This is an optimization exercise on Yosys and OpenROAD, whose aim is small area, not a production implementation.
The RTL was checked by simulation tests, not by an equivalence proof against the original design.
Power and IR drop assume default switching activity.

== lagoon ==
==> module mcpu_ram_loader, before the edit <==
module mcpu_ram_loader #(
    parameter int WORD_SIZE  = 8,
    parameter int ADDR_WIDTH = 8,
    parameter int LOAD_LEN   = 1 << ADDR_WIDTH
) (
    input  logic                  clk,
    input  logic                  reset,
    input  logic                  start,
    input  logic                  s_valid,
    input  logic [WORD_SIZE-1:0]  s_data,
    output logic                  s_ready,
    output logic                  we,
    output logic [WORD_SIZE-1:0]  datawr,
    output logic                  re,
    output logic [ADDR_WIDTH-1:0] addr,
    input  logic [WORD_SIZE-1:0]  datard,
    output logic [ADDR_WIDTH-1:0] instraddr,
    input  logic [WORD_SIZE-1:0]  instrrd,
    output logic                  busy,
    output logic                  done,
    output logic                  error,
    output logic [ADDR_WIDTH:0]   err_count,
    output logic [ADDR_WIDTH-1:0] first_err_addr
);
    typedef enum logic [2:0] {
        IDLE,
        LOAD_WAIT,
        WRITE,
        SETTLE,
        VERIFY,
        DONE
    } state_t;
    localparam int K  = 7;                   
    localparam int NR = 36;                  
    localparam int NB = K * NR;              
    localparam int NT = LOAD_LEN - NB;       
    localparam int D  = 4;                   
    localparam int UW = $clog2(K);
    localparam int PW = $clog2(D + 1);
    localparam int QW = $clog2(D);
    state_t                state, next_state;
    logic [ADDR_WIDTH-1:0] idx;
    logic [WORD_SIZE-1:0]  q [D];            
    logic [PW-1:0]         np;               
    logic [QW-1:0]         pos;              
    logic [UW-1:0]         u;                
    logic                  sh, hd;           
    logic [UW-1:0]         rsl;              
    logic [WORD_SIZE-1:0]  ring [NR][K];
    logic [WORD_SIZE-1:0]  din, ref_word;
    logic                  mismatch;
    logic                  accept, last_word, in_ring;
    assign accept    = (state == LOAD_WAIT) && s_valid;
    assign last_word = (idx == ADDR_WIDTH'(LOAD_LEN - 1));
    assign in_ring   = (idx < ADDR_WIDTH'(NB));
    assign din       = q[pos];
    always_comb begin
        if (in_ring) ref_word = ring[NR-1][rsl];
        else         ref_word = q[QW'(ADDR_WIDTH'(LOAD_LEN - 1) - idx)];
    end
    assign mismatch = (datard != ref_word) || (instrrd != ref_word);
    for (genvar i = 0; i < NR; i++) begin : g_ring
        logic [WORD_SIZE-1:0] prev;
        if (i == 0) begin : g_first
            assign prev = din;
        end else begin : g_next
            assign prev = ring[i-1][K-1];
        end
        always_ff @(posedge clk) begin
            ring[i][0] <= ({WORD_SIZE{sh}} & prev) | ({WORD_SIZE{hd}} & ring[i][K-1]);
            for (int j = 1; j < K; j++) ring[i][j] <= ring[i][j-1];
        end
    end
    always_ff @(posedge clk) begin
        if (accept) begin
            q[0] <= s_data;
            for (int j = 1; j < D; j++) q[j] <= q[j-1];
        end
    end
    logic          ins, sh_n;
    logic [PW-1:0] np1, np_n;
    logic [QW-1:0] pos_n;
    logic [UW-1:0] u_n;
    always_comb begin
        ins   = sh && (np != '0);
        np1   = np - PW'(ins);
        np_n  = np1 + PW'(accept && in_ring);
        if (np1 != '0) pos_n = pos - QW'(ins) + QW'(accept);
        else           pos_n = '0;
        u_n   = sh ? u : ((u == UW'(K - 1)) ? '0 : u + 1'b1);
        sh_n  = (u_n == '0) && ((np_n != '0) || next_state == VERIFY);
    end
    always_ff @(posedge clk or posedge reset) begin
        if (reset) np <= '0;
        else       np <= np_n;
    end
    always_ff @(posedge clk) begin
        u   <= u_n;
        pos <= pos_n;
        sh  <= sh_n;
        hd  <= !sh_n;
        if (state == SETTLE) rsl <= (u_n == '0) ? UW'(K - 1) : u_n - 1'b1;
    end
    always_ff @(posedge clk or posedge reset) begin
        if (reset) state <= IDLE;
        else       state <= next_state;
    end
    always_ff @(posedge clk or posedge reset) begin
        if (reset) begin
            idx            <= '0;
            err_count      <= '0;
            first_err_addr <= '0;
        end else begin
            case (state)
                IDLE, DONE: begin
                    if (start) begin
                        err_count      <= '0;
                        first_err_addr <= '0;
                    end
                end
                WRITE:     idx <= idx + 1'b1;
                VERIFY: begin
                    if (mismatch) begin
                        err_count <= err_count + 1'b1;
                        if (err_count == '0) first_err_addr <= idx;
                    end
                    idx <= idx + 1'b1;
                end
                default: ;
            endcase
        end
    end
    always_comb begin
        next_state = state;
        s_ready    = 1'b0;
        we         = 1'b0;
        re         = 1'b0;
        datawr     = '0;
        addr       = '0;
        instraddr  = '0;
        busy       = 1'b0;
        done       = 1'b0;
        error      = 1'b0;
        case (state)
            IDLE: if (start) next_state = LOAD_WAIT;
            LOAD_WAIT: begin
                s_ready = 1'b1;
                busy    = 1'b1;
                if (s_valid) next_state = WRITE;
            end
            WRITE: begin
                we         = 1'b1;
                datawr     = q[0];
                addr       = idx;
                busy       = 1'b1;
                next_state = last_word ? SETTLE : LOAD_WAIT;
            end
            SETTLE: begin
                busy       = 1'b1;
                next_state = VERIFY;
            end
            VERIFY: begin
                re        = 1'b1;
                addr      = idx;
                instraddr = idx;
                busy      = 1'b1;
                if (last_word) next_state = DONE;
            end
            DONE: begin
                done  = 1'b1;
                error = (err_count != '0);
                if (start) next_state = LOAD_WAIT;
            end
            default: next_state = IDLE;
        endcase
    end
endmodule
export LEC_CHECK = 0
export CAP_MARGIN = 20
export CORE_MARGIN = 2
export CORE_UTILIZATION = 40
export SLEW_MARGIN = 20
create_clock -name core_clock -period 10.0 [get_ports {clk}]
standard.sh (not shown) runs the stock make flow with config.mk's settings and CLKGATE_MAP_FILE= SYNTH_SCRIPT=/design/flow/synth_recipe.tcl, a recipe that flattens the netlist after the stock synthesis.
==> flow/flow/run.sh <==
#!/bin/bash
# Standard ORFS layout, with a leaner clock tree: no dummy loads, clkbuf_8
# leaf buffers driving clusters of up to 19 flip-flops; and buf_1 port buffers.
set -euo pipefail
export CTS_ARGS="-sink_clustering_enable -repair_clock_nets -dont_use_dummy_load -buf_list sky130_fd_sc_hd__clkbuf_8 -sink_clustering_size 19 -sink_clustering_max_diameter 60"
export BUFFER_PORTS_ARGS="-buffer_cell sky130_fd_sc_hd__buf_1"
bash standard.sh > standard.log 2>&1
Here is what was changed in the inputs of xenon compared with lagoon.
--- a/flow/design.v
+++ b/flow/design.v
@@ -41,36 +41,47 @@
     state_t                state, next_state;
     logic [ADDR_WIDTH-1:0] idx;
     logic [WORD_SIZE-1:0]  q [D];            
     logic [PW-1:0]         np;               
     logic [QW-1:0]         pos;              
     logic [UW-1:0]         u;                
-    logic                  sh, hd;           
+    logic                  sh_l, hd_l;       
+    logic                  sh;
+    logic [UW-1:0]         tc;               
+    logic                  tb;               
+    logic                  h_in, h_rd;
     logic [UW-1:0]         rsl;              
     logic [WORD_SIZE-1:0]  ring [NR][K];
     logic [WORD_SIZE-1:0]  din, ref_word;
     logic                  mismatch;
     logic                  accept, last_word, in_ring;
     assign accept    = (state == LOAD_WAIT) && s_valid;
     assign last_word = (idx == ADDR_WIDTH'(LOAD_LEN - 1));
     assign in_ring   = (idx < ADDR_WIDTH'(NB));
-    assign din       = q[pos];
+    assign sh        = !sh_l;
+    assign h_in = tb ^ (tc == UW'(K - 1));
+    assign h_rd = tb ^ (tc < rsl);
+    assign din = q[pos] ^ {WORD_SIZE{h_in}};
+    logic                 flip;
+    logic [WORD_SIZE-1:0] dx;
     always_comb begin
         if (in_ring) ref_word = ring[NR-1][rsl];
         else         ref_word = q[QW'(ADDR_WIDTH'(LOAD_LEN - 1) - idx)];
     end
-    assign mismatch = (datard != ref_word) || (instrrd != ref_word);
+    assign flip     = in_ring && !h_rd;
+    assign dx       = datard ^ ref_word;
+    assign mismatch = (datard != instrrd) || (flip ? !(&dx) : (|dx));
     for (genvar i = 0; i < NR; i++) begin : g_ring
         logic [WORD_SIZE-1:0] prev;
         if (i == 0) begin : g_first
             assign prev = din;
         end else begin : g_next
             assign prev = ring[i-1][K-1];
         end
         always_ff @(posedge clk) begin
-            ring[i][0] <= ({WORD_SIZE{sh}} & prev) | ({WORD_SIZE{hd}} & ring[i][K-1]);
+            ring[i][0] <= ~(({WORD_SIZE{sh_l}} | prev) & ({WORD_SIZE{hd_l}} | ring[i][K-1]));
             for (int j = 1; j < K; j++) ring[i][j] <= ring[i][j-1];
         end
     end
     always_ff @(posedge clk) begin
         if (accept) begin
             q[0] <= s_data;
@@ -94,14 +105,16 @@
         if (reset) np <= '0;
         else       np <= np_n;
     end
     always_ff @(posedge clk) begin
         u   <= u_n;
         pos <= pos_n;
-        sh  <= sh_n;
-        hd  <= !sh_n;
+        sh_l <= !sh_n;
+        hd_l <= sh_n;
+        tc   <= (tc >= UW'(K - 1)) ? '0 : tc + 1'b1;
+        tb   <= tb ^ (tc >= UW'(K - 1));
         if (state == SETTLE) rsl <= (u_n == '0) ? UW'(K - 1) : u_n - 1'b1;
     end
     always_ff @(posedge clk or posedge reset) begin
         if (reset) state <= IDLE;
         else       state <= next_state;
     end
## What came out
xenon: full flow OK, the timing, DRC and antenna checks passed
Signed area change from the synthesized netlist to the final layout essentially unchanged between xenon and lagoon.
Synthesized instance count: lower on lagoon
Compare xenon and lagoon | total power of the final layout higher: xenon
Of xenon and lagoon, the lower total routing usage reported by global routing belongs to xenon.
Between lagoon and xenon, area of placed instances decreased.
xenon reports a higher maximum ir drop on the vdd rail than lagoon does.
The synthesized-area fraction occupied by adder cells was comparable across xenon and lagoon.
Design area: xenon vs lagoon down 290 µm²
The run with more routed wire is lagoon, not xenon.
Diff xenon and lagoon: wire length of the first global-routing pass higher in lagoon
Delta (xenon minus lagoon): total sequential power increased by about 50% relative to the old numbers; flip-flop and latch count held.

-- afterwards: timing with drivers on the ports --
The results above use ideal ports. As a check the final layouts listed here were re-extracted and re-timed, cells and wires unchanged. Step 1 (the two cells are an assumption about what drives the block):
set clk [get_ports {clk}]
set_driving_cell -lib_cell sky130_fd_sc_hd__clkbuf_16 $clk
set_driving_cell -lib_cell sky130_fd_sc_hd__buf_2 [delete_from_list [all_inputs] $clk]
Step 2 adds t to the input delays and takes it off the output delays; t is the mean of the earliest and latest rising clock arrival at the registers after step 1. Input paths then give back, and output paths get back, about the clock's delay inside the block. Slacks: no drivers / after step 1 / after step 2; pairs: no drivers / after step 1.
| run | t (ns) | setup WS [ns] | latest minus earliest clock arrival (ns) |
|---|---|---|---|
| lagoon | 0.833 | 4.804 / 4.735 / 5.568 | 0.102 / 0.102 |
| xenon | 0.823 | 5.358 / 5.299 / 5.540 | 0.097 / 0.097 |
After both steps setup and hold are still met in every run listed.
